Context: an optimization exercise on an open-source flow, tuned for small area, a short achievable clock period and few clock cycles per item. The choices shown serve that exercise and are no tape-out recipe.
In this exercise RTL edits were held to simulation tests only and were not proved equivalent to the original.

[flow/flow/run.sh]
#!/bin/bash
# Layout: the standard layout (standard.sh), with the timing repair aiming
# further below the clock period (SETUP_SLACK_MARGIN 10 instead of 5). The clock
# period, the constraints and every other setting are the standard flow's own.
set -euo pipefail
sed -e 's/SETUP_SLACK_MARGIN=5/SETUP_SLACK_MARGIN=10/' standard.sh > standard_m.sh
grep -q 'SETUP_SLACK_MARGIN=10' standard_m.sh
bash standard_m.sh > layout.log 2>&1
[flow/standard.sh]
#!/bin/bash
# synth_recipe.tcl (not shown) runs the flow's synth.tcl, then flattens the netlist and writes it again
# the make line also repeats each setting of config.mk as NAME=value (left out here)
make -C /OpenROAD-flow-scripts/flow DESIGN_CONFIG=/design/flow/config.mk WORK_HOME=/design/flow/orfs CLKGATE_MAP_FILE= SYNTH_SCRIPT=/design/flow/synth_recipe.tcl "${@:-finish}"
[flow/config.mk]
export PLATFORM = sky130hd
export DESIGN_NAME = infix_expression_evaluator_unit
export DESIGN_NICKNAME = infix_expression_evaluator_unit
export VERILOG_FILES = /design/flow/design.v
export SDC_FILE = /design/flow/constraint.sdc
export NUM_CORES = 4
export LEC_CHECK = 0
export CAP_MARGIN = 20
export CORE_MARGIN = 2
export CORE_UTILIZATION = 40
export SETUP_SLACK_MARGIN = 5
export SLEW_MARGIN = 20
[flow/constraint.sdc]
create_clock -name core_clock -period 14.0 [get_ports {clk}]
set_input_delay 2.8000 -clock core_clock [delete_from_list [all_inputs] [get_ports {clk}]]
set_output_delay 2.8000 -clock core_clock [all_outputs]
set_load 0.01 [all_outputs]
[flow/design.v]
package iee_pkg;
    typedef logic [2:0] status_t;
    localparam status_t ST_OK   = 3'd0;
    localparam status_t ST_DIV0 = 3'd1;
    localparam status_t ST_MAL  = 3'd2;
    localparam status_t ST_OVF  = 3'd3;
    localparam status_t ST_SAT  = 3'd4;
    localparam status_t ST_BAD  = 3'd5;
endpackage
import iee_pkg::*;
module iee_alu #(
    parameter int VW = 48
) (
    input  logic            clk,
    input  logic            rst_n,
    input  logic            start,
    input  logic            isdiv,
    input  logic [VW-1:0]   a,
    input  logic [VW-1:0]   b,
    output logic            done,
    output logic [VW-1:0]   res,
    output logic            sat,
    output logic            div0
);
    localparam int NB = 50;                  
    localparam int CW = 6;
    localparam int AW = 64;                  
    localparam logic [1:0] A_IDLE = 2'd0;
    localparam logic [1:0] A_RUN  = 2'd1;
    localparam logic [1:0] A_FIN  = 2'd2;
    localparam logic [1:0] A_PREP = 2'd3;
    logic [1:0]     st_reg;
    logic [CW-1:0]  cnt_reg;
    logic           div_reg, neg_reg, hi_reg, d0_reg;
    logic [VW-1:0]  ma_reg;                  
    logic [VW+1:0]  d3_reg;                  
    logic [NB-1:0]  mb_reg;                  
    logic [AW-1:0]  mh_reg;                  
    logic [AW-1:0]  ml_reg;                  
    logic [VW-1:0]  xa, yb;
    assign xa = a[VW-1] ? (~a + 1'b1) : a;
    assign yb = b[VW-1] ? (~b + 1'b1) : b;
    logic [NB-1:0]  mb_n;
    logic [AW-1:0]  mh_n, ml_n;
    logic [CW-1:0]  cnt_n;
    logic           hi_n, last_n;
    logic [VW+1:0]  r4;
    logic [VW+2:0]  s1, s2, s3;
    logic [AW+4:0]  t;
    always_comb
    begin
        mb_n   = mb_reg;
        ml_n   = ml_reg;
        mh_n   = mh_reg;
        cnt_n  = cnt_reg;
        hi_n   = hi_reg;
        last_n = 1'b0;
        t      = '0;
        r4     = {mh_reg[VW-1:0], mb_reg[NB-1:NB-2]};
        s1     = {1'b0, r4} - {3'b000, ma_reg};
        s2     = {1'b0, r4} - {2'b00, ma_reg, 1'b0};
        s3     = {1'b0, r4} - {1'b0, d3_reg};
        if (div_reg) begin
            if (!s3[VW+2]) begin
                mh_n = AW'(s3[VW-1:0]);
                ml_n = {ml_reg[AW-3:0], 2'd3};
            end else if (!s2[VW+2]) begin
                mh_n = AW'(s2[VW-1:0]);
                ml_n = {ml_reg[AW-3:0], 2'd2};
            end else if (!s1[VW+2]) begin
                mh_n = AW'(s1[VW-1:0]);
                ml_n = {ml_reg[AW-3:0], 2'd1};
            end else begin
                mh_n = AW'(r4[VW-1:0]);
                ml_n = {ml_reg[AW-3:0], 2'd0};
            end
            mb_n   = mb_reg << 2;
            cnt_n  = cnt_reg - CW'(2);
            last_n = (cnt_reg == CW'(2));
        end else begin
            t      = (AW+5)'(ml_reg) + (AW+5)'(mh_reg) * (AW+5)'(mb_reg[3:0]);
            ml_n   = t[AW-1:0];
            hi_n   = hi_reg || (t[AW+4:AW] != '0) ||
                     ((mh_reg[AW-1:AW-4] != '0) && (mb_reg[NB-1:4] != '0));
            mh_n   = mh_reg << 4;
            mb_n   = mb_reg >> 4;
            last_n = (mb_reg[NB-1:4] == '0);
        end
    end
    logic [VW-1:0]  p;
    logic           rb, ovf;
    always_comb
    begin
        if (div_reg) begin
            p  = ml_reg[NB-1:2];
            rb = ml_reg[1];
        end else begin
            p  = ml_reg[AW-1:16];
            rb = ml_reg[15];
        end
        if (neg_reg) ovf = hi_reg || (p[VW-1] && ((p[VW-2:0] != '0) || rb));
        else         ovf = hi_reg || p[VW-1] || ((&p[VW-2:0]) && rb);
        if (ovf) res = neg_reg ? {1'b1, {(VW-1){1'b0}}} : {1'b0, {(VW-1){1'b1}}};
        else     res = (p ^ {VW{neg_reg}}) + VW'(rb ^ neg_reg);
    end
    assign sat  = ovf;
    assign div0 = d0_reg;
    assign done = (st_reg == A_FIN);
    logic [VW-1:0]  ua, ub, aa, ab, la, lb;
    logic [5:0]     pa, pb;
    always_comb
    begin
        ua = a ^ {VW{a[VW-1]}};
        ub = b ^ {VW{b[VW-1]}};
        aa[VW-1] = 1'b0;
        ab[VW-1] = 1'b0;
        for (int i = VW - 2; i >= 0; i--) begin
            aa[i] = aa[i+1] | ua[i+1];
            ab[i] = ab[i+1] | ub[i+1];
        end
        la = ua & ~aa;
        lb = ub & ~ab;
        for (int j = 0; j < 6; j++) begin
            pa[j] = 1'b0;
            pb[j] = 1'b0;
            for (int i = 0; i < VW; i++) begin
                if ((i >> j) & 1) begin
                    pa[j] = pa[j] | la[i];
                    pb[j] = pb[j] | lb[i];
                end
            end
        end
    end
    logic [6:0]     msa_reg;
    logic [5:0]     msd_reg;
    logic [7:0]     kr;
    logic [5:0]     k;
    logic           hs_n;
    logic [VW+NB-1:0] win;
    always_comb
    begin
        kr = 8'd31 - 8'(msa_reg) + 8'(msd_reg);
        if (kr[7])               k = 6'd0;
        else if (kr >= 8'd48)    k = 6'd48;
        else                     k = {kr[5:1], 1'b0};
        win  = {mh_reg[VW-1:0], mb_reg} << k;
        hs_n = (ma_reg[VW-1:16] == '0) && (ma_reg[15:0] <= mh_reg[15:0]);
    end
    always_ff @(posedge clk or negedge rst_n)
    begin
        if (!rst_n) begin
            st_reg <= A_IDLE;
        end else begin
            case (st_reg)
                A_IDLE:  if (start) st_reg <= isdiv ? A_PREP : A_RUN;
                A_PREP:  st_reg <= hs_n ? A_FIN : A_RUN;
                A_RUN:   if (last_n) st_reg <= A_FIN;
                default: st_reg <= A_IDLE;
            endcase
        end
    end
    always_ff @(posedge clk)
    begin
        if (st_reg == A_IDLE) begin
            if (start) begin
                div_reg <= isdiv;
                neg_reg <= a[VW-1] ^ b[VW-1];
                msa_reg <= 7'(pa) + 7'(a[VW-1]);
                msd_reg <= pb;
                hi_reg  <= 1'b0;
                d0_reg  <= 1'b0;
                ml_reg  <= '0;
                if (isdiv) begin
                    ma_reg  <= yb;
                    mh_reg  <= AW'(xa[VW-1:32]);
                    mb_reg  <= {xa[31:0], 18'd0};
                end else begin
                    if (yb[15:0] == '0) begin
                        mh_reg <= {xa, 16'd0};
                        mb_reg <= NB'(yb[VW-1:16]);
                    end else begin
                        mh_reg <= AW'(xa);
                        mb_reg <= NB'(yb);
                    end
                end
            end
        end else if (st_reg == A_PREP) begin
            hi_reg  <= hs_n;
            d0_reg  <= (ma_reg == '0);
            d3_reg  <= {2'b00, ma_reg} + {1'b0, ma_reg, 1'b0};
            mh_reg  <= AW'(win[VW+NB-1:NB]);
            mb_reg  <= win[NB-1:0];
            cnt_reg <= CW'(NB) - CW'(k);
        end else if (st_reg == A_RUN) begin
            mb_reg  <= mb_n;
            ml_reg  <= ml_n;
            mh_reg  <= mh_n;
            cnt_reg <= cnt_n;
            hi_reg  <= hi_n;
        end
    end
endmodule
import iee_pkg::*;
module infix_expression_evaluator_unit (
    input  logic            clk,
    input  logic            rst_n,
    input  logic            in_valid,
    output logic            in_ready,
    input  logic [7:0]      char_code,
    input  logic            last,
    output logic            out_valid,
    input  logic            out_ready,
    output logic [47:0]     value,
    output logic [2:0]      status
);
    localparam int VW   = 48;
    localparam int SD   = 16;
    localparam int CNW  = 5;
    localparam int FRW  = 36;           
    localparam int TQ   = 4;            
    localparam int TW   = VW + 8;
    localparam logic [VW-1:0] VMAX = {1'b0, {(VW-1){1'b1}}};
    localparam logic [VW-1:0] VMIN = {1'b1, {(VW-1){1'b0}}};
    localparam logic [2:0] S_IDLE = 3'd0;
    localparam logic [2:0] S_END  = 3'd1;
    localparam logic [2:0] S_RED  = 3'd3;
    localparam logic [2:0] S_MD   = 3'd4;
    localparam logic [2:0] S_OUT  = 3'd5;
    localparam logic [1:0] C_OP  = 2'd0;
    localparam logic [1:0] C_RP  = 2'd1;
    localparam logic [1:0] C_END = 2'd2;
    localparam logic [2:0] K_NONE = 3'd0;
    localparam logic [2:0] K_LP   = 3'd1;
    localparam logic [2:0] K_RP   = 3'd2;
    localparam logic [2:0] K_OP   = 3'd3;
    localparam logic [2:0] K_BAD  = 3'd4;
    logic       chv, full;
    logic       c_lst, c_dig, c_dot, c_ws, c_lp, c_rp, c_op, c_md, c_sd;
    logic [3:0] c_d;
    logic       consume, take;
    logic [12:0] e0, e1, ein;
    assign in_ready = !full;
    assign take     = in_valid && !full;
    assign {c_lst, c_d, c_dig, c_dot, c_ws, c_lp, c_rp, c_op, c_md, c_sd} = e0;
    always_comb
    begin
        ein = {last, char_code[3:0],
               (char_code[7:4] == 4'h3) && (char_code[3:0] <= 4'd9),
               (char_code == 8'h2E),
               (char_code == 8'h20) || ((char_code >= 8'd9) && (char_code <= 8'd13)),
               (char_code == 8'h28),
               (char_code == 8'h29),
               (char_code == 8'h2A) || (char_code == 8'h2B) || (char_code == 8'h2D) || (char_code == 8'h2F),
               (char_code == 8'h2A) || (char_code == 8'h2F),
               (char_code == 8'h2D) || (char_code == 8'h2F)};
    end
    always_ff @(posedge clk or negedge rst_n)
    begin
        if (!rst_n) begin
            chv  <= 1'b0;
            full <= 1'b0;
        end else begin
            if (consume) begin
                chv  <= full || take;
                full <= 1'b0;
            end else begin
                chv  <= chv || take;
                full <= full || (chv && take);
            end
        end
    end
    always_ff @(posedge clk)
    begin
        if (consume ? !full : !chv) e0 <= ein;
        else if (consume) e0 <= e1;
        if (!consume && chv && take) e1 <= ein;
    end
    logic           innum_reg, innum_n, dot_reg, dot_n, dot2_reg, dot2_n;
    logic           fendp_reg, fendp_n;         
    logic           fcl_reg, fcl_n;             
    logic           em_l, fresh;
    logic [30:0]    ip_reg, ip_n;
    logic           nsat_reg, nsat_n;           
    logic           fsat_reg, fsat_n;           
    logic [FRW-1:0] fr_reg, fr_n;               
    logic [2:0]     fdig_reg, fdig_n;
    logic           tkv, tk_num, tk_sat, tk_lst;
    logic [2:0]     tk_k;
    logic           tk_md, tk_sd;
    logic [VW-1:0]  tk_val;
    logic           emit, tk_take, tk_free;
    logic [2:0]     em_k;
    logic [TW-1:0]  tq_e [TQ];
    logic [TW-1:0]  tq_in;
    logic [2:0]     tq_cnt;
    assign tkv = (tq_cnt != '0);
    assign {tk_num, tk_sat, tk_lst, tk_k, tk_md, tk_sd, tk_val} = tq_e[0];
    logic [17:0]    tq;
    logic [16:0]    fq;
    assign tq = {1'b0, fr_reg[FRW-1:FRW-17]} + 18'd1;
    assign fq = tq[17:1];
    logic [FRW-1:0] fw_reg, fw_n, fw_nx;
    always_comb
    begin
        case (fdig_reg)
            3'd0:    fw_nx = 36'h028f5c28f;
            3'd1:    fw_nx = 36'h004189374;
            3'd2:    fw_nx = 36'h00068db8b;
            3'd3:    fw_nx = 36'h0000a7c5a;
            default: fw_nx = 36'h000010c6f;
        endcase
    end
    logic           nsat_close;
    logic [VW-1:0]  nval;
    always_comb
    begin
        nsat_close = 1'b0;
        if (nsat_reg) begin
            nval = VMAX;
            nsat_close = (fq != '0);
        end else if (fq[16]) begin
            if (&ip_reg) begin
                nval = VMAX;
                nsat_close = 1'b1;
            end else begin
                nval = {1'b0, ip_reg + 31'd1, 16'd0};
            end
        end else begin
            nval = {1'b0, ip_reg, fq[15:0]};
        end
    end
    logic [34:0]    ipx;
    assign ipx = {ip_reg, 3'b000} + {3'b000, ip_reg, 1'b0} + 35'(c_d);
    always_comb
    begin
        innum_n  = innum_reg;
        dot_n    = dot_reg;
        dot2_n   = dot2_reg;
        fendp_n  = fendp_reg;
        fcl_n    = fcl_reg;
        ip_n     = ip_reg;
        nsat_n   = nsat_reg;
        fsat_n   = fsat_reg;
        fr_n     = fr_reg;
        fw_n     = fw_reg;
        fdig_n   = fdig_reg;
        consume  = 1'b0;
        emit     = 1'b0;
        em_l     = c_lst;
        fresh    = 1'b0;
        em_k     = K_NONE;
        if (c_lp)      em_k = K_LP;
        else if (c_rp) em_k = K_RP;
        else if (c_op) em_k = K_OP;
        else if (!c_ws && !c_dig && !c_dot) em_k = K_BAD;
        if (fendp_reg) begin
            em_k = K_NONE;
            em_l = 1'b1;
            if (tk_free) begin
                emit = 1'b1;
                fendp_n = 1'b0;
                fresh = 1'b1;
            end
        end else if (chv) begin
            if ((c_dig || c_dot) && innum_reg && fcl_reg) begin
                em_k = K_NONE;
                em_l = 1'b0;
                if (tk_free) begin
                    emit = 1'b1;
                    fresh = 1'b1;
                end
            end else if (c_dig) begin
                consume = 1'b1;
                if (c_lst) fendp_n = 1'b1;
                if (!innum_reg) begin
                    fresh = 1'b1;
                end else if (dot2_reg) begin
                end else if (dot_reg) begin
                    if (fdig_reg < 3'd6) begin
                        fr_n = fr_reg + fw_reg * FRW'(c_d);
                        fw_n = fw_nx;
                        fdig_n = fdig_reg + 1'b1;
                    end
                end else begin
                    if (nsat_reg || ipx[34:31] != '0) begin
                        nsat_n = 1'b1;
                        fsat_n = 1'b1;
                    end else begin
                        ip_n = ipx[30:0];
                    end
                end
            end else if (c_dot) begin
                consume = 1'b1;
                if (c_lst) fendp_n = 1'b1;
                if (!innum_reg) begin
                    fresh = 1'b1;
                end else if (dot_reg) begin
                    dot2_n = 1'b1;
                end else begin
                    dot_n = 1'b1;
                end
            end else if (c_ws && !c_lst) begin
                consume = 1'b1;
                if (innum_reg) fcl_n = 1'b1;
            end else if (tk_free) begin
                emit = 1'b1;
                consume = 1'b1;
            end
        end
        if (emit) begin
            innum_n = 1'b0;
            fcl_n   = 1'b0;
        end
        if (fresh && chv) begin
            if (c_dig || c_dot) begin
                consume = 1'b1;
                if (c_lst) fendp_n = 1'b1;
                innum_n = 1'b1; dot_n = c_dot; dot2_n = 1'b0; fcl_n = 1'b0;
                fr_n = '0; fw_n = 36'h199999999;
                fdig_n = '0; nsat_n = 1'b0; fsat_n = 1'b0;
                ip_n = c_dig ? 31'(c_d) : 31'd0;
            end else if (c_ws && !c_lst) begin
                consume = 1'b1;
            end
        end
    end
    always_ff @(posedge clk or negedge rst_n)
    begin
        if (!rst_n) begin
            innum_reg <= 1'b0;
            dot_reg   <= 1'b0;
            dot2_reg  <= 1'b0;
            fendp_reg <= 1'b0;
            fcl_reg   <= 1'b0;
            tq_cnt    <= '0;
        end else begin
            innum_reg <= innum_n;
            dot_reg   <= dot_n;
            dot2_reg  <= dot2_n;
            fendp_reg <= fendp_n;
            fcl_reg   <= fcl_n;
            tq_cnt    <= tq_cnt + 3'(emit) - 3'(tk_take);
        end
    end
    always_ff @(posedge clk)
    begin
        ip_reg   <= ip_n;
        nsat_reg <= nsat_n;
        fsat_reg <= fsat_n;
        fr_reg   <= fr_n;
        fw_reg   <= fw_n;
        fdig_reg <= fdig_n;
        for (int i = 0; i < TQ; i++) begin
            if (emit && (3'(i) == tq_cnt - 3'(tk_take))) tq_e[i] <= tq_in;
            else if (tk_take && i < TQ - 1) tq_e[i] <= tq_e[(i < TQ - 1) ? i + 1 : i];
        end
    end
    assign tq_in = {innum_reg, innum_reg && (fsat_reg || nsat_close), em_l,
                    em_k, c_md, c_sd, nval};
    logic [2:0]     state_reg, state_n;
    logic [1:0]     ctx_reg, ctx_n;
    logic           pmd_reg, pmd_n, psd_reg, psd_n;      
    logic           elst_reg, elst_n;                    
    iee_pkg::status_t err_reg;
    iee_pkg::status_t err_n;
    logic [CNW-1:0] vcnt_reg, vcnt_n, ocnt_reg, ocnt_n;
    logic [VW-1:0]  vs [SD];
    logic [2:0]     os [SD];                
    logic           vpush, vpopw, opush, opop, opop2, orep;
    logic [VW-1:0]  vres;
    logic [2:0]     onew;
    logic [CNW-1:0] pc;
    logic           ov_reg, ov_n;
    logic           op_reg, op_n;               
    iee_pkg::status_t opst_reg;
    iee_pkg::status_t opst_n;
    logic [VW-1:0]  oval_reg, oval_n;
    iee_pkg::status_t ost_reg;
    iee_pkg::status_t ost_n;
    assign tk_take = (state_reg == S_IDLE) && tkv;
    assign tk_free = (tq_cnt != 3'(TQ)) || (state_reg == S_IDLE);
    logic           alu_start, alu_done, alu_sat, alu_d0;
    logic [VW-1:0]  alu_res;
    iee_alu #(.VW(VW)) u_alu (
        .clk   (clk),
        .rst_n (rst_n),
        .start (alu_start),
        .isdiv (os[0][0]),
        .a     (vs[1]),
        .b     (vs[0]),
        .done  (alu_done),
        .res   (alu_res),
        .sat   (alu_sat),
        .div0  (alu_d0)
    );
    assign out_valid = ov_reg;
    assign value     = oval_reg;
    assign status    = ost_reg;
    logic [VW:0]    asum;
    logic [VW-1:0]  ares;
    logic           asat;
    logic [VW:0]    abx;
    assign abx  = {vs[0][VW-1], vs[0]} ^ {(VW+1){os[0][0]}};
    assign asum = {vs[1][VW-1], vs[1]} + abx + (VW+1)'(os[0][0]);
    assign asat = (asum[VW] != asum[VW-1]);
    assign ares = asat ? (asum[VW] ? VMIN : VMAX) : asum[VW-1:0];
    logic hard;
    assign hard = (err_reg != ST_OK) && (err_reg != ST_SAT);
    logic           fin, fhard, ohard;
    iee_pkg::status_t fst;
    logic           nxt;        
    logic           red;
    always_comb
    begin
        state_n  = state_reg;
        ctx_n    = ctx_reg;
        pmd_n    = pmd_reg;
        psd_n    = psd_reg;
        elst_n   = elst_reg;
        err_n    = err_reg;
        vcnt_n   = vcnt_reg;
        ocnt_n   = ocnt_reg;
        ov_n     = ov_reg;
        oval_n   = oval_reg;
        ost_n    = ost_reg;
        op_n     = 1'b0;
        opst_n   = opst_reg;
        vpush    = 1'b0;
        vpopw    = 1'b0;
        vres     = ares;
        opush    = 1'b0;
        opop     = 1'b0;
        opop2    = 1'b0;
        orep     = 1'b0;
        onew     = 3'b100;
        alu_start = 1'b0;
        fin      = 1'b0;
        nxt      = 1'b0;
        red      = 1'b0;
        fhard    = 1'b0;
        ohard    = 1'b0;
        fst      = ST_OK;
        pc       = ocnt_reg - 1'b1;
        if (ov_reg && out_ready) ov_n = 1'b0;
        if (op_reg) begin
            ov_n   = 1'b1;
            ost_n  = opst_reg;
            oval_n = ((opst_reg != ST_OK) && (opst_reg != ST_SAT)) ? '0 : vs[0];
        end
        case (state_reg)
            S_IDLE:
            begin
                if (tkv) begin
                    if (hard) begin
                        if (tk_lst) fin = 1'b1;
                    end else begin
                        if (tk_num) begin
                            if (tk_sat && err_n == ST_OK) err_n = ST_SAT;
                            if (vcnt_reg >= CNW'(SD)) begin
                                if (err_n == ST_OK || err_n == ST_SAT) err_n = ST_OVF;
                            end else begin
                                vpush  = 1'b1;
                                vcnt_n = vcnt_reg + 1'b1;
                            end
                        end
                        state_n = tk_lst ? S_END : S_IDLE;
                        case (tk_k)
                            K_LP:
                            begin
                                if (ocnt_reg >= CNW'(SD)) begin
                                    if (err_n == ST_OK || err_n == ST_SAT) err_n = ST_OVF;
                                end else begin
                                    opush = 1'b1; onew = 3'b100;
                                    ocnt_n = ocnt_reg + 1'b1;
                                end
                            end
                            K_RP:
                            begin
                                if (ocnt_reg == '0) begin
                                    if (err_n == ST_OK || err_n == ST_SAT) err_n = ST_MAL;
                                end else if (os[0][2]) begin
                                    opop = 1'b1;
                                    ocnt_n = ocnt_reg - 1'b1;
                                end else begin
                                    ctx_n = C_RP; elst_n = tk_lst; state_n = S_RED;
                                end
                            end
                            K_OP:
                            begin
                                if (ocnt_reg != '0 && !os[0][2] && (os[0][1] || !tk_md)) begin
                                    ctx_n = C_OP; elst_n = tk_lst; pmd_n = tk_md; psd_n = tk_sd;
                                    state_n = S_RED;
                                end else if (ocnt_reg >= CNW'(SD)) begin
                                    if (err_n == ST_OK || err_n == ST_SAT) err_n = ST_OVF;
                                end else begin
                                    opush = 1'b1; onew = {1'b0, tk_md, tk_sd};
                                    ocnt_n = ocnt_reg + 1'b1;
                                end
                            end
                            K_BAD:
                            begin
                                if (err_n == ST_OK || err_n == ST_SAT) err_n = ST_BAD;
                            end
                            default:
                            begin
                                if (tk_lst) begin
                                    if ((err_n != ST_OK && err_n != ST_SAT) || ocnt_reg == '0) begin
                                        fin = 1'b1;
                                    end else if (os[0][2]) begin
                                        err_n = ST_MAL;
                                        fin = 1'b1;
                                    end else begin
                                        ctx_n = C_END; state_n = S_RED;
                                    end
                                end
                            end
                        endcase
                    end
                end
            end
            S_END:
            begin
                if (hard || ocnt_reg == '0) begin
                    fin = 1'b1;
                end else if (os[0][2]) begin
                    err_n = ST_MAL;
                    fin = 1'b1;
                end else begin
                    ctx_n = C_END; state_n = S_RED;
                end
            end
            S_RED:
            begin
                if (hard) begin
                    if (ctx_reg == C_END) fin = 1'b1;
                    else state_n = elst_reg ? S_END : S_IDLE;
                end else begin
                    case (ctx_reg)
                        C_RP:
                        begin
                            if (ocnt_reg == '0) begin
                                err_n = ST_MAL;
                                state_n = elst_reg ? S_END : S_IDLE;
                            end else if (os[0][2]) begin
                                opop = 1'b1;
                                ocnt_n = ocnt_reg - 1'b1;
                                state_n = elst_reg ? S_END : S_IDLE;
                            end else begin
                                red = 1'b1;
                            end
                        end
                        C_OP:
                        begin
                            if (ocnt_reg != '0 && !os[0][2] && (os[0][1] || !pmd_reg)) begin
                                red = 1'b1;
                            end else begin
                                if (ocnt_reg >= CNW'(SD)) begin
                                    err_n = ST_OVF;
                                end else begin
                                    opush = 1'b1; onew = {1'b0, pmd_reg, psd_reg};
                                    ocnt_n = ocnt_reg + 1'b1;
                                end
                                state_n = elst_reg ? S_END : S_IDLE;
                            end
                        end
                        default:
                        begin
                            if (ocnt_reg == '0) begin
                                fin = 1'b1;
                            end else if (os[0][2]) begin
                                err_n = ST_MAL;
                                fin = 1'b1;
                            end else begin
                                red = 1'b1;
                            end
                        end
                    endcase
                    if (red) begin
                        if (vcnt_reg < CNW'(2)) begin
                            opop = 1'b1;
                            ocnt_n = ocnt_reg - 1'b1;
                            err_n = ST_MAL;
                        end else if (!os[0][1]) begin
                            opop = 1'b1;
                            ocnt_n = ocnt_reg - 1'b1;
                            vpopw = 1'b1; vres = ares;
                            vcnt_n = vcnt_reg - 1'b1;
                            if (asat && err_n == ST_OK) err_n = ST_SAT;
                            nxt = 1'b1;
                        end else begin
                            alu_start = 1'b1;
                            state_n = S_MD;
                        end
                    end
                end
            end
            S_MD:
            begin
                if (alu_done) begin
                    opop = 1'b1;
                    ocnt_n = ocnt_reg - 1'b1;
                    vpopw = 1'b1; vres = alu_res;
                    vcnt_n = vcnt_reg - 1'b1;
                    state_n = S_RED;
                    if (alu_d0) begin
                        err_n = ST_DIV0;
                    end else begin
                        if (alu_sat && err_n == ST_OK) err_n = ST_SAT;
                        nxt = 1'b1;
                    end
                end
            end
            S_OUT:
            begin
                fin = 1'b1;
            end
            default: state_n = S_IDLE;
        endcase
        if (nxt) begin
            case (ctx_reg)
                C_OP:
                begin
                    if (!(pc != '0 && !os[1][2] && (os[1][1] || !pmd_reg))) begin
                        opop = 1'b0; orep = 1'b1; onew = {1'b0, pmd_reg, psd_reg};
                        ocnt_n = ocnt_reg;
                        state_n = elst_reg ? S_END : S_IDLE;
                    end
                end
                C_RP:
                begin
                    if (pc == '0) begin
                        err_n = ST_MAL;
                        state_n = elst_reg ? S_END : S_IDLE;
                    end else if (os[1][2]) begin
                        opop = 1'b0; opop2 = 1'b1;
                        ocnt_n = ocnt_reg - 2'd2;
                        state_n = elst_reg ? S_END : S_IDLE;
                    end
                end
                default:
                begin
                    if (pc == '0) begin
                        fin = 1'b1;
                    end else if (os[1][2]) begin
                        err_n = ST_MAL;
                        fin = 1'b1;
                    end
                end
            endcase
        end
        if (fin) begin
            fhard = (err_n != ST_OK) && (err_n != ST_SAT);
            fst   = (!fhard && vcnt_n != CNW'(1)) ? ST_MAL : err_n;
            ohard = (fst != ST_OK) && (fst != ST_SAT);
            if (!ov_reg && !op_reg) begin
                op_n    = 1'b1;
                opst_n  = fst;
                vcnt_n  = '0;
                ocnt_n  = '0;
                err_n   = ST_OK;
                state_n = S_IDLE;
            end else begin
                state_n = S_OUT;
            end
        end
    end
    always_ff @(posedge clk or negedge rst_n)
    begin
        if (!rst_n) begin
            state_reg <= S_IDLE;
            ctx_reg   <= C_OP;
            elst_reg  <= 1'b0;
            err_reg   <= ST_OK;
            vcnt_reg  <= '0;
            ocnt_reg  <= '0;
            ov_reg    <= 1'b0;
            op_reg    <= 1'b0;
        end else begin
            state_reg <= state_n;
            ctx_reg   <= ctx_n;
            elst_reg  <= elst_n;
            err_reg   <= err_n;
            vcnt_reg  <= vcnt_n;
            ocnt_reg  <= ocnt_n;
            ov_reg    <= ov_n;
            op_reg    <= op_n;
        end
    end
    always_ff @(posedge clk)
    begin
        pmd_reg  <= pmd_n;
        psd_reg  <= psd_n;
        oval_reg <= oval_n;
        ost_reg  <= ost_n;
        opst_reg <= opst_n;
    end
    always_ff @(posedge clk)
    begin
        if (vpush) begin
            vs[0] <= tk_val;
            for (int i = 1; i < SD; i++) vs[i] <= vs[i-1];
        end else if (vpopw) begin
            vs[0] <= vres;
            for (int i = 1; i < SD - 1; i++) vs[i] <= vs[i+1];
        end
        if (opush) begin
            os[0] <= onew;
            for (int i = 1; i < SD; i++) os[i] <= os[i-1];
        end else if (orep) begin
            os[0] <= onew;
        end else if (opop) begin
            for (int i = 0; i < SD - 1; i++) os[i] <= os[i+1];
        end else if (opop2) begin
            for (int i = 0; i < SD - 2; i++) os[i] <= os[i+2];
        end
    end
endmodule
==> impl_results.md, run 1 <==
* Syn Area/Cell at 8.801 um^2
* Placer congestion estimate at 1.071
* DR WL/cell at 25.44 um
* Most frequent CP cell: fa_1
* Gr ovfl total at 0
* Critical path's slowest cell: fa_1
* Placement Setup Slack at 7.872 ns
* Sequential-to-total area share from yosys stat at 40.22%
* Fill cell count at 26,200
* Worst Skew at 0.09086 ns
* CP Launch Type: register
* Die W at 535.8 um
* CTS H-tree lvls at 4
* Total CTS buffers at 183
* Pre-antenna DRT Iters at 14
* Chip height at 535.8 um
* Largest register FFs at 768
* Global-route wire length before repair at 632.2 mm
* Hold Path Sink: vs[15][13]$_DFFE_PP_
* Status: no timing/DRC/antenna violations
* Residual DRC count at 0
* Largest net degree at the start of global routing at 190
* Gr usage total at 29.02%
* F_max at 0.1855 GHz
* Regs by FF count: vs (768), tq_e (220)
* Hold wc startpoint: vs[14][13]$_DFFE_PP_
* Root Driver: clkbuf_16
* Post-layout util at 49.34%
* CTS max path bufs at 4
* Largest Register: vs
* Synthesized instance count at 12,860
* CTS tree: done
* Clock sink count at 1,557
* Largest cells by area after synthesis: edfxtp_1, nand2_1, ha_1, fa_1, o21ai_0
* Max incr delay on CP at 0.54 ns
* Crit end category: register
* Final Non-Filler Cells at 17,130
* Min cycle time layout at 5.392 ns
* Via density at 6.068
* Hold Path Class: register to register
* RR Startpoint: u_alu.mb_reg[3]$_DFFE_PP_
* Antenna-violating nets left at 0
* Synth Flop Type: edfxtp_1
* Dpl hpwl at 287.2 mm
* R2r setup slk at 8.61 ns
* Synth Cell Area at 113,100 um^2
* Commonest non-fill, non-tap cell in the layout: nand2_1
* Post-route cell area at 139,000 um^2
* Synth async-reset ratio at 2.119%
* Register area at 45,520 um^2
* DR iter-0 viols at 13,890
* # placed instances at 16,070
* WHS Path Cells at 0
* Max cap viols at 0
* Worst-path clk slew at 0.06 ns
* Final hold vios at 0
* Starting density of the core at 40.15%
* Worst r2r dst: u_alu.hi_reg$_SDFFCE_PP0P_
* Vias in the first global route at 95,920
* Setup violators final at 0
* Commonest non-fill, non-tap cells in the layout: nand2_1, edfxtp_1, nor2_1
* Depth of the worst register-to-register path at 19
* Antenna violations before repair at 36
* Site Rows at 195
* Final wirelength at 435.8 mm
* Critical path arrival at 6.10 ns
* Nets at 14,030
* Post-DP Area at 117,800 um^2
* Area growth syn-to-layout at 22.90%
* Num ports at 66
* Unrepaired setup endpoints after global routing: yes
* Final Slew Violations at 0
* Area leader, netlist: edfxtp_1
* Setup ws final at 8.608 ns
* Mapped Nets at 13,670
* Via count of the routed design at 104,000
* Post-synth EDFFs at 1,416
* Setup TNS at 0 ns
* Core Box Area at 281,800 um^2
* CP required at 14.71 ns
* Share of layout cells above drive strength 1 at 18.20%
* Post-synth top area share at 37.58%
* Yosys warning count at 8
* Max-slew headroom at the worst pin at 6.019%
* Multi-input logic area at 69,820 um^2
* Number of port buffers at 65
* Measured slew at the worst slew-check pin at 1.405 ns
* CP cell instances: buf_12 > buf_16 > buf_12 > nand2_4 > fa_1 > inv_2 > fa_1 > fa_1 > ha_4 > nand3_4 > or3_4 > o221ai_4 > o21ai_4 > a41oi_4 > o2111ai_4 > o31ai_4 > xor2_1 > nor4_1 > a311oi_1
* Worst Setup Path Type: register to register
* Worst skew pair latency at 0.92 ns
* Final Hold Slack at 0.4033 ns
* Post-route clock period utilization at 38.51%
* FF+latch count, synth at 1,557
* Die area at 287,100 um^2
* Synth cell types at 106
* Worst Path Max Fanout at 7
## synthesized netlist by cell type, drive strengths merged, types with 79 or more instances
cell    number
a211oi     150
a21o       197
a21oi      763
a31oi      106
and2       205
buf        128
clkbuf     677
dfxtp      108
edfxtp    1416
fa         294
ha         505
inv        554
mux2i      282
nand2     3313
nand3      188
nand4      110
nor2       726
nor2b       79
nor3       206
o211ai      93
o21a        88
o21ai      804
o22ai      109
xnor2      348
xor2       227
## worst max-delay path: cells and delay by family, from the launching register on
| kind | cells | cell delay [ns] |
|---|---|---|
| AO/OA/AOI/OAI | 6 | 1.52 |
| AND/OR/NAND/NOR | 4 | 0.66 |
| adder cells (fa/ha/maj) | 4 | 1.92 |
| XOR/XNOR | 1 | 0.18 |
| flip-flops | 1 | 0.40 |
| buffers and inverters | 4 | 0.51 |
## worst max-delay path by stage
stage / cells after the start / from / end / slack (ns)
final: 19 / u_alu.mb_reg[3]$_DFFE_PP_ / u_alu.hi_reg$_SDFFCE_PP0P_ / 8.61
after global routing: 19 / u_alu.mb_reg[3]$_DFFE_PP_ / u_alu.hi_reg$_SDFFCE_PP0P_ / 8.50
after CTS: 21 / u_alu.mb_reg[3]$_DFFE_PP_ / u_alu.hi_reg$_SDFFCE_PP0P_ / 8.77
after detailed placement: 18 / u_alu.mb_reg[3]$_DFFE_PP_ / u_alu.hi_reg$_SDFFCE_PP0P_ / 7.87
after global placement: 18 / u_alu.mb_reg[3]$_DFFE_PP_ / u_alu.hi_reg$_SDFFCE_PP0P_ / 7.90
after floorplan: 13 / ocnt_reg[0]$_DFF_PN0_ / opst_reg[1]$_SDFFCE_PP1P_ / 8.38
## logic make-up after synthesis
kind of cell / share of synthesized area, %
adders and majority gates: 10.79
buffers and inverters: 4.659
muxes: 3.371
and+or+nand+nor: 19.80
xor gates and xnor gates: 4.472
DFF: 40.22
other: 0.003314
AOI/OAI and AO/OA: 16.68
## cell type report
| type | count | share of cell area, % |
|---|---|---|
| clock inverters | 113 | 0.9097 |
| inverters | 557 | 1.542 |
| clock buffers | 219 | 3.473 |
| flip-flops and latches | 1557 | 32.74 |
| well taps | 3743 | 3.368 |
| diodes | 24 | 0.04319 |
| repair buffers | 977 | 7.683 |
| repair inverters | 3 | 0.03149 |
| multi-input cells | 9939 | 50.21 |
## what timing repair did
item / 4_1_cts / 5_1_grt
setup endpoints to repair: 1708 / 998
buffers inserted: 484 / 158
resized for setup: 1441 / 558
gates cloned: 53 / 11
hold buffers: 0 / 0
pin swaps: 455 / 346
## layer usage
metal	vias to the layer above	global-route usage [%]	share of wire, %
met5	-	1.349	0.17
met2	5788	41.48	41
li1	46170	-	-
met4	26	15.68	7.1
met3	1826	10.20	12
met1	50150	38.09	40
Testbench counts, summed over its fixed seeds: cycles 24,866, exprs 512.
==> run 2: changes to the inputs <==
--- a/flow/design.v
+++ b/flow/design.v
@@ -25,11 +25,13 @@
     localparam int NB = 50;                  
     localparam int CW = 6;
     localparam int AW = 64;                  
-    localparam logic [1:0] A_IDLE = 2'd0;
-    localparam logic [1:0] A_RUN  = 2'd1;
-    localparam logic [1:0] A_FIN  = 2'd2;
-    localparam logic [1:0] A_PREP = 2'd3;
-    logic [1:0]     st_reg;
+    localparam logic [2:0] A_IDLE = 3'd0;
+    localparam logic [2:0] A_RUN  = 3'd1;
+    localparam logic [2:0] A_FIN  = 3'd2;
+    localparam logic [2:0] A_PREP = 3'd3;
+    localparam logic [2:0] A_CPA  = 3'd4;
+    logic [2:0]     st_reg;
+    logic [AW-1:0]  mc_reg, mc_n;            
     logic [CW-1:0]  cnt_reg;
     logic           div_reg, neg_reg, hi_reg, d0_reg;
     logic [VW-1:0]  ma_reg;                  
@@ -46,7 +48,9 @@
     logic           hi_n, last_n;
     logic [VW+1:0]  r4;
     logic [VW+2:0]  s1, s2, s3;
-    logic [AW+4:0]  t;
+    logic [AW-1:0]  pr [4];
+    logic [AW-1:0]  u1, u2, u3, u4, c1, c2, c3, c4;
+    logic [AW:0]    cpa;
     always_comb
     begin
         mb_n   = mb_reg;
@@ -55,7 +59,9 @@
         cnt_n  = cnt_reg;
         hi_n   = hi_reg;
         last_n = 1'b0;
-        t      = '0;
+        mc_n   = mc_reg;
+        for (int r = 0; r < 4; r++) pr[r] = '0;
+        {c1, u1} = '0; {c2, u2} = '0; {c3, u3} = '0; {c4, u4} = '0;
         r4     = {mh_reg[VW-1:0], mb_reg[NB-1:NB-2]};
         s1     = {1'b0, r4} - {3'b000, ma_reg};
         s2     = {1'b0, r4} - {2'b00, ma_reg, 1'b0};
@@ -78,15 +84,24 @@
             cnt_n  = cnt_reg - CW'(2);
             last_n = (cnt_reg == CW'(2));
         end else begin
-            t      = (AW+5)'(ml_reg) + (AW+5)'(mh_reg) * (AW+5)'(mb_reg[3:0]);
-            ml_n   = t[AW-1:0];
-            hi_n   = hi_reg || (t[AW+4:AW] != '0) ||
+            for (int r = 0; r < 4; r++)
+                pr[r] = mb_reg[r] ? (mh_reg << r) : '0;
+            u1 = ml_reg ^ mc_reg ^ pr[0]; c1 = (ml_reg & mc_reg) | (ml_reg & pr[0]) | (mc_reg & pr[0]);
+            u2 = pr[1] ^ pr[2] ^ pr[3]; c2 = (pr[1] & pr[2]) | (pr[1] & pr[3]) | (pr[2] & pr[3]);
+            u3 = u1 ^ {c1[AW-2:0], 1'b0} ^ u2; c3 = (u1 & {c1[AW-2:0], 1'b0}) | (u1 & u2) | ({c1[AW-2:0], 1'b0} & u2);
+            u4 = u3 ^ {c3[AW-2:0], 1'b0} ^ {c2[AW-2:0], 1'b0}; c4 = (u3 & {c3[AW-2:0], 1'b0}) | (u3 & {c2[AW-2:0], 1'b0}) | ({c3[AW-2:0], 1'b0} & {c2[AW-2:0], 1'b0});
+            ml_n   = u4;
+            mc_n   = {c4[AW-2:0], 1'b0};
+            hi_n   = hi_reg || c1[AW-1] || c2[AW-1] || c3[AW-1] || c4[AW-1] ||
+                     (mb_reg[1] && mh_reg[AW-1]) || (mb_reg[2] && (mh_reg[AW-1:AW-2] != '0)) ||
+                     (mb_reg[3] && (mh_reg[AW-1:AW-3] != '0)) ||
                      ((mh_reg[AW-1:AW-4] != '0) && (mb_reg[NB-1:4] != '0));
             mh_n   = mh_reg << 4;
             mb_n   = mb_reg >> 4;
             last_n = (mb_reg[NB-1:4] == '0);
         end
     end
+    assign cpa = {1'b0, ml_reg} + {1'b0, mc_reg};
     logic [VW-1:0]  p;
     logic           rb, ovf;
     always_comb
@@ -154,7 +169,8 @@
             case (st_reg)
                 A_IDLE:  if (start) st_reg <= isdiv ? A_PREP : A_RUN;
                 A_PREP:  st_reg <= hs_n ? A_FIN : A_RUN;
-                A_RUN:   if (last_n) st_reg <= A_FIN;
+                A_RUN:   if (last_n) st_reg <= div_reg ? A_FIN : A_CPA;
+                A_CPA:   st_reg <= A_FIN;
                 default: st_reg <= A_IDLE;
             endcase
         end
@@ -170,6 +186,7 @@
                 hi_reg  <= 1'b0;
                 d0_reg  <= 1'b0;
                 ml_reg  <= '0;
+                mc_reg  <= '0;
                 if (isdiv) begin
                     ma_reg  <= yb;
                     mh_reg  <= AW'(xa[VW-1:32]);
@@ -194,9 +211,13 @@
         end else if (st_reg == A_RUN) begin
             mb_reg  <= mb_n;
             ml_reg  <= ml_n;
+            mc_reg  <= mc_n;
             mh_reg  <= mh_n;
             cnt_reg <= cnt_n;
             hi_reg  <= hi_n;
+        end else if (st_reg == A_CPA) begin
+            ml_reg  <= cpa[AW-1:0];
+            hi_reg  <= hi_reg || cpa[AW];
         end
     end
 endmodule
@@ -299,16 +320,76 @@
     logic [16:0]    fq;
     assign tq = {1'b0, fr_reg[FRW-1:FRW-17]} + 18'd1;
     assign fq = tq[17:1];
-    logic [FRW-1:0] fw_reg, fw_n, fw_nx;
+    logic [FRW-1:0] fpr, fpa, fpb;
     always_comb
     begin
-        case (fdig_reg)
-            3'd0:    fw_nx = 36'h028f5c28f;
-            3'd1:    fw_nx = 36'h004189374;
-            3'd2:    fw_nx = 36'h00068db8b;
-            3'd3:    fw_nx = 36'h0000a7c5a;
-            default: fw_nx = 36'h000010c6f;
+        case ({fdig_reg[1:0], c_d})
+            6'd0: fpa = 36'h000000000;
+            6'd1: fpa = 36'h199999999;
+            6'd2: fpa = 36'h333333332;
+            6'd3: fpa = 36'h4cccccccb;
+            6'd4: fpa = 36'h666666664;
+            6'd5: fpa = 36'h7fffffffd;
+            6'd6: fpa = 36'h999999996;
+            6'd7: fpa = 36'hb3333332f;
+            6'd8: fpa = 36'hcccccccc8;
+            6'd9: fpa = 36'he66666661;
+            6'd16: fpa = 36'h000000000;
+            6'd17: fpa = 36'h028f5c28f;
+            6'd18: fpa = 36'h051eb851e;
+            6'd19: fpa = 36'h07ae147ad;
+            6'd20: fpa = 36'h0a3d70a3c;
+            6'd21: fpa = 36'h0cccccccb;
+            6'd22: fpa = 36'h0f5c28f5a;
+            6'd23: fpa = 36'h11eb851e9;
+            6'd24: fpa = 36'h147ae1478;
+            6'd25: fpa = 36'h170a3d707;
+            6'd32: fpa = 36'h000000000;
+            6'd33: fpa = 36'h004189374;
+            6'd34: fpa = 36'h0083126e8;
+            6'd35: fpa = 36'h00c49ba5c;
+            6'd36: fpa = 36'h010624dd0;
+            6'd37: fpa = 36'h0147ae144;
+            6'd38: fpa = 36'h0189374b8;
+            6'd39: fpa = 36'h01cac082c;
+            6'd40: fpa = 36'h020c49ba0;
+            6'd41: fpa = 36'h024dd2f14;
+            6'd48: fpa = 36'h000000000;
+            6'd49: fpa = 36'h00068db8b;
+            6'd50: fpa = 36'h000d1b716;
+            6'd51: fpa = 36'h0013a92a1;
+            6'd52: fpa = 36'h001a36e2c;
+            6'd53: fpa = 36'h0020c49b7;
+            6'd54: fpa = 36'h002752542;
+            6'd55: fpa = 36'h002de00cd;
+            6'd56: fpa = 36'h00346dc58;
+            6'd57: fpa = 36'h003afb7e3;
+            default: fpa = '0;
         endcase
+        case ({fdig_reg[0], c_d})
+            5'd0: fpb = 36'h000000000;
+            5'd1: fpb = 36'h0000a7c5a;
+            5'd2: fpb = 36'h00014f8b4;
+            5'd3: fpb = 36'h0001f750e;
+            5'd4: fpb = 36'h00029f168;
+            5'd5: fpb = 36'h000346dc2;
+            5'd6: fpb = 36'h0003eea1c;
+            5'd7: fpb = 36'h000496676;
+            5'd8: fpb = 36'h00053e2d0;
+            5'd9: fpb = 36'h0005e5f2a;
+            5'd16: fpb = 36'h000000000;
+            5'd17: fpb = 36'h000010c6f;
+            5'd18: fpb = 36'h0000218de;
+            5'd19: fpb = 36'h00003254d;
+            5'd20: fpb = 36'h0000431bc;
+            5'd21: fpb = 36'h000053e2b;
+            5'd22: fpb = 36'h000064a9a;
+            5'd23: fpb = 36'h000075709;
+            5'd24: fpb = 36'h000086378;
+            5'd25: fpb = 36'h000096fe7;
+            default: fpb = '0;
+        endcase
+        fpr = fdig_reg[2] ? fpb : fpa;
     end
     logic           nsat_close;
     logic [VW-1:0]  nval;
@@ -342,7 +423,6 @@
         nsat_n   = nsat_reg;
         fsat_n   = fsat_reg;
         fr_n     = fr_reg;
-        fw_n     = fw_reg;
         fdig_n   = fdig_reg;
         consume  = 1'b0;
         emit     = 1'b0;
@@ -377,8 +457,7 @@
                 end else if (dot2_reg) begin
                 end else if (dot_reg) begin
                     if (fdig_reg < 3'd6) begin
-                        fr_n = fr_reg + fw_reg * FRW'(c_d);
-                        fw_n = fw_nx;
+                        fr_n = fr_reg + fpr;
                         fdig_n = fdig_reg + 1'b1;
                     end
                 end else begin
@@ -416,7 +495,7 @@
                 consume = 1'b1;
                 if (c_lst) fendp_n = 1'b1;
                 innum_n = 1'b1; dot_n = c_dot; dot2_n = 1'b0; fcl_n = 1'b0;
-                fr_n = '0; fw_n = 36'h199999999;
+                fr_n = '0;
                 fdig_n = '0; nsat_n = 1'b0; fsat_n = 1'b0;
                 ip_n = c_dig ? 31'(c_d) : 31'd0;
             end else if (c_ws && !c_lst) begin
@@ -448,7 +527,6 @@
         nsat_reg <= nsat_n;
         fsat_reg <= fsat_n;
         fr_reg   <= fr_n;
-        fw_reg   <= fw_n;
         fdig_reg <= fdig_n;
         for (int i = 0; i < TQ; i++) begin
             if (emit && (3'(i) == tq_cnt - 3'(tk_take))) tq_e[i] <= tq_in;
==> flow/flow/run.sh (replaced) <==
#!/bin/bash
# Layout: the standard layout (standard.sh), with the timing repair aiming
# further below the clock period (SETUP_SLACK_MARGIN 8 instead of 5). The clock
# period, the constraints and every other setting are the standard flow's own.
set -euo pipefail
sed -e 's/SETUP_SLACK_MARGIN=5/SETUP_SLACK_MARGIN=8/' standard.sh > standard_m.sh
grep -q 'SETUP_SLACK_MARGIN=8' standard_m.sh
bash standard_m.sh > layout.log 2>&1
==> run 2 against run 1 <==
Effect of this change:
- first-iteration DRC count decreased by 13%
- clock skew is 0.0072 ns lower
- die area rose by 1.0%
- synthesized cell count fell by 0.36%
- global-route usage down 2.2 points
- flip-flop and latch count is 26 higher
- still clean on timing, DRC and antenna
- design area down 10%
- final cell count down 4.2%
==> impl_results.md, run 2 <==
* Global-route wire length before repair at 596.3 mm (-5.7%)
* DR WL/cell at 24.58 um (-3.4%)
* Final Slew Violations at 0 (unchanged)
* Max cap viols at 0 (unchanged)
* Worst-path clk slew at 0.06 ns (about the same)
* CP Depth at 14 (-5)
* Die W at 538.6 um (+0.51%)
* Most frequent CP cell: buf_4
* Root Driver: clkbuf_16
* M2 GR Usage at 39.35% (-2.1 points)
* Commonest cells in the netlist: nand2_1, edfxtp_1, o21ai_0
* Unrepaired setup endpoints after global routing: yes
* Met1 GRT Util at 36.76% (-1.3 points)
* Commonest non-fill, non-tap cells in the layout: nand2_1, edfxtp_1, o21ai_0
* Min cycle time layout at 5.958 ns (+0.5661 ns)
* WP buf/inv at 4 (unchanged)
* Synth async-reset ratio at 2.148% (+0.028 points)
* Via count of the routed design at 97,120 (-6.6%)
* Worst Setup Path Type: register to register
* CTS max path bufs at 4 (unchanged)
* Dpl hpwl at 290.1 mm (+0.99%)
* Commonest non-fill, non-tap cell in the layout: nand2_1
* Total CTS buffers at 186 (+1.6%)
* CTS H-tree lvls at 4 (unchanged)
* Hold wc startpoint: vs[14][20]$_DFFE_PP_
* Post-route clock period utilization at 42.55% (+4.0 points)
* Synthesized instance count at 12,810 (-0.36%)
* Residual DRC count at 0 (unchanged)
* Synth Flop Type: edfxtp_1
* CP required at 14.61 ns (-0.10 ns)
* Number of port buffers at 65 (unchanged)
* Status: no timing/DRC/antenna violations
* Area growth syn-to-layout at 8.956%
* Worst Skew at 0.08366 ns (-0.007193 ns)
* Hold Path Class: register to register
* Crit end category: register
* Hold Path Sink: vs[15][20]$_DFFE_PP_
* Max-slew headroom at the worst pin at 8.450% (+2.4 points)
* Synth Cell Area at 114,300 um^2 (+1.0%)
* Post-DP Area at 118,500 um^2 (+0.54%)
* Num ports at 66 (unchanged)
* Setup TNS at 0 ns (unchanged)
* Antenna-violating nets left at 0 (unchanged)
* Syn Area/Cell at 8.923 um^2 (+1.4%)
* Measured slew at the worst slew-check pin at 1.339 ns (-0.06589 ns)
* Die area at 290,000 um^2 (+1.0%)
* CTS tree: done
* Largest net degree at the start of global routing at 234 (+23%)
* Post-route cell area at 124,500 um^2 (-10%)
* Most used routing layer: met2
* Vias in the first global route at 90,640 (-5.5%)
* Most frequent cell after synthesis: nand2_1
* Post-synth EDFFs at 1,477 (+4.3%)
* Synth cell types at 118 (+11%)
* Critical path arrival at 6.57 ns (+0.47 ns)
* Final wirelength at 403.5 mm (-7.4%)
* Clock sink count at 1,583 (+1.7%)
* Worst r2r dst: u_alu.mb_reg[39]$_DFFE_PP_
* Largest cells by area after synthesis: edfxtp_1, nand2_1, ha_1, fa_1, o21ai_0
* Starting density of the core at 40.15% (about the same)
* Largest Register: vs
* Max incr delay on CP at 0.59 ns (+0.05 ns)
* Met3 Usage GRT at 6.309% (-3.9 points)
* R2r setup slk at 8.04 ns (-0.57 ns)
* Gr ovfl total at 0 (unchanged)
* Mapped Nets at 13,570 (-0.73%)
* RR Startpoint: u_alu.msd_reg[1]$_DFFE_PP_
* CP cell instances: ha_1 > ha_1 > buf_4 > clkinv_1 > a2111oi_4 > buf_4 > buf_4 > nand2_1 > o22ai_1 > a21oi_1 > mux2i_2 > a22oi_1 > a222oi_1 > o221ai_1
* Post-synth top area share at 38.80% (+1.2 points)
* Delay-heaviest family, CP: buffers and inverters
* Gr usage total at 26.83% (-2.2 points)
* FF+latch count, synth at 1,583 (+1.7%)
* Placer congestion estimate at 1.051 (-1.9%)
* Pre-antenna DRT Iters at 9 (-5)
* Via density at 5.917 (-2.5%)
* Share of layout cells above drive strength 1 at 5.537% (-13 points)
* WHS Path Cells at 0 (unchanged)
* Yosys warning count at 9 (+1)
* Chip height at 538.6 um (+0.51%)
* Largest register FFs at 768 (unchanged)
* Antenna violations before repair at 24 (-33%)
* DR iter-0 viols at 12,150 (-13%)
* F_max at 0.1679 GHz (-9.5%)
* Core Box Area at 284,700 um^2 (+1.0%)
* CP Launch Type: register
* Critical path's slowest cell: buf_4
* Worst skew pair latency at 0.90 ns (-0.02 ns)
* Depth of the worst register-to-register path at 14 (-5)
* Nets at 13,250 (-5.5%)
* Setup violators final at 0 (unchanged)
* Worst Path Max Fanout at 43 (+36)
* Final hold vios at 0 (unchanged)
* Area leader, netlist: edfxtp_1
* Site Rows at 196 (+0.51%)
* Regs by FF count: vs (768), tq_e (220)
* Sequential-to-total area share from yosys stat at 40.81% (+0.58 points)
## run 2: cell count changes after synthesis, sizes merged, moves of 34 or more
cell,change
nand2,-302
and2,+155
inv,+96
nor2,-89
edfxtp,+61
mux2i,+52
clkbuf,-46
o22ai,+39
fa,-37
dfxtp,-36
a21oi,-34
## run 2: area by class of cell
| class | instances | area [um^2] |
|---|---|---|
| Antenna cell | 9 | 22.52 |
| Clock buffer | 252 | 5036 |
| Clock inverter | 83 | 823.3 |
| Fill cell | 27910 | 160200 |
| Inverter | 656 | 2479 |
| Multi-Input combinational cell | 9795 | 62470 |
| Sequential cell | 1583 | 46650 |
| Tap cell | 3762 | 4707 |
| Timing Repair Buffer | 274 | 2351 |
## run 2: kinds of logic after synthesis
family | Yosys count | share of synthesized area (%)
XOR/XNOR | 577 | 4.428
adder cells (fa/ha/maj) | 745 | 9.843
flip-flops | 1583 | 40.81
buffers and inverters | 1432 | 4.867
other | 1 | 0.003281
multiplexers | 403 | 3.690
AND/OR/NAND/NOR | 5082 | 19.64
AO/OA/AOI/OAI | 2987 | 16.73
## run 2: what timing repair did
item | in CTS | in global routing
hold buffers | 0 | 0
gates resized for setup | 3 | 19
endpoints found under the setup margin | 5 | 73
buffers inserted | 1 | 5
## run 2: how the worst max path moves through the flow
stage	slack (ns)	from	to
final	8.04	u_alu.msd_reg[1]$_DFFE_PP_	u_alu.mb_reg[39]$_DFFE_PP_
after global routing	7.89	u_alu.msd_reg[2]$_DFFE_PP_	u_alu.mh_reg[0]$_DFFE_PP_
after CTS	8.06	u_alu.msd_reg[1]$_DFFE_PP_	u_alu.mh_reg[0]$_DFFE_PP_
after detailed placement	7.83	e0[9]$_DFFE_PP_	fr_reg[35]$_DFF_P_
after global placement	7.92	e0[9]$_DFFE_PP_	fr_reg[35]$_DFF_P_
after floorplan	8.08	ocnt_reg[1]$_DFF_PN0_	opst_reg[1]$_SDFFCE_PP1P_
## run 2: metal layers
| metal | wire length [um] | up-vias | part of all wire (%) |
|---|---|---|---|
| met1 | 171200 | 46770 | 42 |
| met5 | 147 | - | 0.036 |
| met3 | 38740 | 1097 | 9.6 |
| li1 | - | 44830 | - |
| met2 | 169100 | 4405 | 42 |
| met4 | 24320 | 20 | 6.0 |
## run 2: worst register-to-register path, delay by kind of cell (launching register included)
family / cells / cell delay, ns
AO/OA/AOI/OAI: 6 / 1.86
AND/OR/NAND/NOR: 1 / 0.50
adder cells (fa/ha/maj): 2 / 0.58
multiplexers: 1 / 0.22
flip-flops: 1 / 0.37
buffers and inverters: 4 / 2.14
## run 2: metrics by stage
step	hold slack [ns]	util (%)	setup WS, ns	instances
3_3_place_gp	0.4307	41.61	7.918	16060
5_1_grt	0.4514	43.74	7.887	16410
3_5_place_dp	0.4320	41.61	7.831	16060
2_1_floorplan	0.4003	-	8.079	12810
4_1_cts	0.4337	43.68	8.061	16400
6_report	0.4318	43.74	8.042	16410
Testbench counts of run 2, summed over its fixed seeds: cycles 25,201, exprs 512.
==> run 3: changes to the inputs <==
--- a/flow/design.v
+++ b/flow/design.v
@@ -238,7 +238,7 @@
     localparam int SD   = 16;
     localparam int CNW  = 5;
     localparam int FRW  = 36;           
-    localparam int TQ   = 4;            
+    localparam int TQ   = 5;            
     localparam int TW   = VW + 8;
     localparam logic [VW-1:0] VMAX = {1'b0, {(VW-1){1'b1}}};
     localparam logic [VW-1:0] VMIN = {1'b1, {(VW-1){1'b0}}};
@@ -305,17 +305,19 @@
     logic           fsat_reg, fsat_n;           
     logic [FRW-1:0] fr_reg, fr_n;               
     logic [2:0]     fdig_reg, fdig_n;
-    logic           tkv, tk_num, tk_sat, tk_lst;
+    logic           tkv;                        
+    logic           tk_num, tk_sat, tk_lst;
     logic [2:0]     tk_k;
     logic           tk_md, tk_sd;
     logic [VW-1:0]  tk_val;
     logic           emit, tk_take, tk_free;
     logic [2:0]     em_k;
-    logic [TW-1:0]  tq_e [TQ];
+    logic [TW-1:0]  tq_h;
+    logic [TW-1:0]  tq_e [TQ-1];
     logic [TW-1:0]  tq_in;
-    logic [2:0]     tq_cnt;
-    assign tkv = (tq_cnt != '0);
-    assign {tk_num, tk_sat, tk_lst, tk_k, tk_md, tk_sd, tk_val} = tq_e[0];
+    logic [2:0]     tq_cnt;                     
+    logic [1:0]     tq_wp, tq_rp;
+    assign {tk_num, tk_sat, tk_lst, tk_k, tk_md, tk_sd, tk_val} = tq_h;
     logic [17:0]    tq;
     logic [16:0]    fq;
     assign tq = {1'b0, fr_reg[FRW-1:FRW-17]} + 18'd1;
@@ -512,13 +514,31 @@
             fendp_reg <= 1'b0;
             fcl_reg   <= 1'b0;
             tq_cnt    <= '0;
+            tq_wp     <= '0;
+            tq_rp     <= '0;
+            tkv       <= 1'b0;
         end else begin
             innum_reg <= innum_n;
             dot_reg   <= dot_n;
             dot2_reg  <= dot2_n;
             fendp_reg <= fendp_n;
             fcl_reg   <= fcl_n;
-            tq_cnt    <= tq_cnt + 3'(emit) - 3'(tk_take);
+            if (tk_take || !tkv) begin
+                if (tq_cnt != '0) begin
+                    tkv   <= 1'b1;
+                    tq_rp <= (tq_rp == 2'(TQ - 2)) ? 2'd0 : tq_rp + 2'd1;
+                    if (emit) begin
+                        tq_wp <= (tq_wp == 2'(TQ - 2)) ? 2'd0 : tq_wp + 2'd1;
+                    end else begin
+                        tq_cnt <= tq_cnt - 3'd1;
+                    end
+                end else begin
+                    tkv <= emit;
+                end
+            end else if (emit) begin
+                tq_wp  <= (tq_wp == 2'(TQ - 2)) ? 2'd0 : tq_wp + 2'd1;
+                tq_cnt <= tq_cnt + 3'd1;
+            end
         end
     end
     always_ff @(posedge clk)
@@ -528,10 +548,12 @@
         fsat_reg <= fsat_n;
         fr_reg   <= fr_n;
         fdig_reg <= fdig_n;
-        for (int i = 0; i < TQ; i++) begin
-            if (emit && (3'(i) == tq_cnt - 3'(tk_take))) tq_e[i] <= tq_in;
-            else if (tk_take && i < TQ - 1) tq_e[i] <= tq_e[(i < TQ - 1) ? i + 1 : i];
+        if (tk_take || !tkv) begin
+            if (tq_cnt != '0) tq_h <= tq_e[tq_rp];
+            else              tq_h <= tq_in;
         end
+        for (int i = 0; i < TQ - 1; i++)
+            if (emit && !((tk_take || !tkv) && tq_cnt == '0) && (2'(i) == tq_wp)) tq_e[i] <= tq_in;
     end
     assign tq_in = {innum_reg, innum_reg && (fsat_reg || nsat_close), em_l,
                     em_k, c_md, c_sd, nval};
@@ -542,7 +564,8 @@
     iee_pkg::status_t err_reg;
     iee_pkg::status_t err_n;
     logic [CNW-1:0] vcnt_reg, vcnt_n, ocnt_reg, ocnt_n;
-    logic [VW-1:0]  vs [SD];
+    logic [VW-1:0]  vt, vn;
+    logic [VW-1:0]  vr [SD-2];
     logic [2:0]     os [SD];                
     logic           vpush, vpopw, opush, opop, opop2, orep;
     logic [VW-1:0]  vres;
@@ -556,7 +579,7 @@
     iee_pkg::status_t ost_reg;
     iee_pkg::status_t ost_n;
     assign tk_take = (state_reg == S_IDLE) && tkv;
-    assign tk_free = (tq_cnt != 3'(TQ)) || (state_reg == S_IDLE);
+    assign tk_free = (tq_cnt != 3'(TQ - 1)) || !tkv || (state_reg == S_IDLE);
     logic           alu_start, alu_done, alu_sat, alu_d0;
     logic [VW-1:0]  alu_res;
     iee_alu #(.VW(VW)) u_alu (
@@ -564,8 +587,8 @@
         .rst_n (rst_n),
         .start (alu_start),
         .isdiv (os[0][0]),
-        .a     (vs[1]),
-        .b     (vs[0]),
+        .a     (vn),
+        .b     (vt),
         .done  (alu_done),
         .res   (alu_res),
         .sat   (alu_sat),
@@ -578,8 +601,8 @@
     logic [VW-1:0]  ares;
     logic           asat;
     logic [VW:0]    abx;
-    assign abx  = {vs[0][VW-1], vs[0]} ^ {(VW+1){os[0][0]}};
-    assign asum = {vs[1][VW-1], vs[1]} + abx + (VW+1)'(os[0][0]);
+    assign abx  = {vt[VW-1], vt} ^ {(VW+1){os[0][0]}};
+    assign asum = {vn[VW-1], vn} + abx + (VW+1)'(os[0][0]);
     assign asat = (asum[VW] != asum[VW-1]);
     assign ares = asat ? (asum[VW] ? VMIN : VMAX) : asum[VW-1:0];
     logic hard;
@@ -623,7 +646,7 @@
         if (op_reg) begin
             ov_n   = 1'b1;
             ost_n  = opst_reg;
-            oval_n = ((opst_reg != ST_OK) && (opst_reg != ST_SAT)) ? '0 : vs[0];
+            oval_n = ((opst_reg != ST_OK) && (opst_reg != ST_SAT)) ? '0 : vt;
         end
         case (state_reg)
             S_IDLE:
@@ -875,11 +898,12 @@
     always_ff @(posedge clk)
     begin
         if (vpush) begin
-            vs[0] <= tk_val;
-            for (int i = 1; i < SD; i++) vs[i] <= vs[i-1];
+            vt <= tk_val;
+            vn <= vt;
+            if (vcnt_reg >= CNW'(2)) vr[4'(vcnt_reg - 2'd2)] <= vn;
         end else if (vpopw) begin
-            vs[0] <= vres;
-            for (int i = 1; i < SD - 1; i++) vs[i] <= vs[i+1];
+            vt <= vres;
+            if (vcnt_reg >= CNW'(3)) vn <= vr[4'(vcnt_reg - 2'd3)];
         end
         if (opush) begin
             os[0] <= onew;
==> flow/flow/run.sh (replaced) <==
#!/bin/bash
# Layout: the standard layout (standard.sh), with the timing repair aiming
# further below the clock period (SETUP_SLACK_MARGIN 10 instead of 5). The clock
# period, the constraints and every other setting are the standard flow's own.
set -euo pipefail
sed -e 's/SETUP_SLACK_MARGIN=5/SETUP_SLACK_MARGIN=10/' standard.sh > standard_m.sh
grep -q 'SETUP_SLACK_MARGIN=10' standard_m.sh
bash standard_m.sh > layout.log 2>&1
==> run 3 against run 2 <==
Effect of this change:
- fmax grew 31%
- final cell count fell by 4.8%
- non-clock buffer count increased by 745
==> impl_results.md, run 3 <==
* CP required at 14.70 ns (+0.09 ns)
* Main combinational cell family by area after synthesis: compound AO/OA/AOI/OAI gates
* Largest Register: vr
* Synth async-reset ratio at 2.374% (+0.23 points)
* Worst Path Max Fanout at 66 (+53%)
* F_max at 0.2206 GHz (+31%)
* Number of port buffers at 65 (unchanged)
* Via density at 6.441 (+8.9%)
* Site Rows at 195 (-0.51%)
* Fill cell count at 25,190 (-9.8%)
* Synth Area in XOR/XNOR at 4.609% (+0.18 points)
* Starting density of the core at 40.19% (about the same)
* Status: no timing/DRC/antenna violations
* Final Slew Violations at 0 (unchanged)
* Commonest non-fill, non-tap cells in the layout: edfxtp_1, nand2_1, nor2_1
* CP Depth at 11 (-3)
* Antenna-violating nets left at 0 (unchanged)
* Largest net degree at the start of global routing at 145 (-38%)
* Commonest cells in the netlist: edfxtp_1, nand2_1, a21oi_1
* Critical path's slowest cell: xor2_1
* Adder-Cell Fraction of Synth Area at 10.04% (+0.20 points)
* Largest cells by area after synthesis: edfxtp_1, ha_1, fa_1, mux2i_1, a21oi_1
* Global-route wire length before repair at 686.6 mm (+15%)
* Final Hold Slack at 0.4544 ns (+0.02262 ns)
* Post-route clock period utilization at 32.38% (-10 points)
* Syn Area/Cell at 10.18 um^2 (+14%)
* Nets at 12,480 (-5.9%)
* Num ports at 66 (unchanged)
* Hold_buf cts at 0 (unchanged)
* Simple logic cell fraction of the synthesized area at 13.00% (-6.6 points)
* R2r setup slk at 9.47 ns (+1.42 ns)
* CP Launch Type: register
==> run 3: cell types whose count changed after synthesis, sizes merged, moves of 37 or more <==
cell,previous run,this run
and2,360,323
a222oi,12,63
mux2i,334,420
nand2,3011,985
o22ai,148,103
clkbuf,631,511
mux2,61,100
inv,650,601
a211oi,148,207
mux4,8,153
nor2,637,774
a21oi,729,816
edfxtp,1477,1532
a21o,181,244
==> run 3: area by class of cell <==
class	instances	area (um^2)	share of cell area [%]
tap	3743	4683	3.343
clock buffer	237	5055	3.609
clock inverter	97	1010	0.7209
inverter	607	2379	1.698
multi-input combinational	8242	67580	48.25
sequential	1643	48430	34.58
timing repair buffer	1019	10820	7.727
timing repair inverter	4	27.53	0.01965
antenna	33	82.58	0.05895
==> run 3: timing repair <==
| item | 4_1_cts | 5_1_grt |
|---|---|---|
| pin swaps | 304 | 322 |
| cloned | 55 | 20 |
| resized for setup | 1365 | 609 |
| setup endpoints to repair | 1556 | 610 |
| buffers inserted | 427 | 231 |
==> run 3: layer usage <==
layer	share of wire (%)	GRT usage (%)
met5	0.16	0.4605
met4	7.9	20.19
met3	11	9.832
met2	43	48.53
met1	38	41.42
==> run 3: worst min-delay path by stage <==
stage | to | startpoint
after floorplan | ost_reg[2]$_DFFE_PP_ | opst_reg[2]$_SDFFCE_PP0P_
after detailed placement | fr_reg[8]$_DFF_P_ | fr_reg[8]$_DFF_P_
final | fr_reg[8]$_DFF_P_ | fr_reg[8]$_DFF_P_
after global routing | psd_reg$_DFFE_PP_ | tq_h[48]$_DFFE_PN_
after CTS | fr_reg[8]$_DFF_P_ | fr_reg[8]$_DFF_P_
after global placement | fr_reg[12]$_DFF_P_ | fr_reg[12]$_DFF_P_
==> run 3: tightest hold or removal path, stage by stage, from the launching register on <==
cell     delay [ns]
dfxtp_1        0.31
nand2_1        0.05
a21oi_1        0.05
==> run 3: logic make-up (layout without fill, tap and decap cells) <==
kind of cell / count (synthesis) / in the layout
AO/OA/AOI/OAI: 3113 / 3115
AND/OR/NAND/NOR: 3089 / 3100
flip-flops: 1643 / 1643
buffers and inverters: 1276 / 1964
adder cells (fa/ha/maj): 756 / 756
multiplexers: 673 / 673
XOR/XNOR: 597 / 597
other: 1 / 34
==> run 3: through the flow <==
stage / util, % / setup WS [ns] / std cells / instance area (um^2)
floorplan: - / 9.557 / 11150 / 113800
global placement: 41.98 / 7.808 / 14520 / 118500
detailed placement: 41.99 / 7.834 / 14520 / 118500
CTS: 47.67 / 9.527 / 15340 / 134600
global route: 49.59 / 9.280 / 15600 / 140000
finish: 49.62 / 9.467 / 15630 / 140100
Testbench counts of run 3, summed over its fixed seeds: cycles 24,566, exprs 512.

==> re-timing with driven ports <==
The results above use ideal ports. As a check the final layouts listed here were re-extracted and re-timed, cells and wires unchanged. Step 1 (the two cells are an assumption about what drives the block):
set clk [get_ports {clk}]
set_driving_cell -lib_cell sky130_fd_sc_hd__clkbuf_16 $clk
set_driving_cell -lib_cell sky130_fd_sc_hd__buf_2 [delete_from_list [all_inputs] $clk]
Step 2, shift: input delay + t, output delay - t, t = (earliest + latest rising clock arrival at the registers) / 2. This alone moves slack from input paths to output paths. Slacks: no drivers / after step 1 / after step 2; pairs: no drivers / after step 1.
| run | t, ns | setup slack, ns | worst register clock-pin slew, ns | worst slew at a driven data input, ns |
|---|---|---|---|---|
| run 1 | 0.984 | 8.608 / 8.608 / 8.608 | 0.08 / 0.08 | 0.03 |
| run 2 | 0.962 | 8.042 / 8.042 / 8.042 | 0.07 / 0.07 | 0.03 |
| run 3 | 0.999 | 9.467 / 9.467 / 9.339 | 0.08 / 0.08 | 0.05 |
After both steps setup and hold are still met in every run listed. For run 3, which loses most, drivers alone change the setup slack by 0.000 ns; drivers and shift together by -0.128 ns.
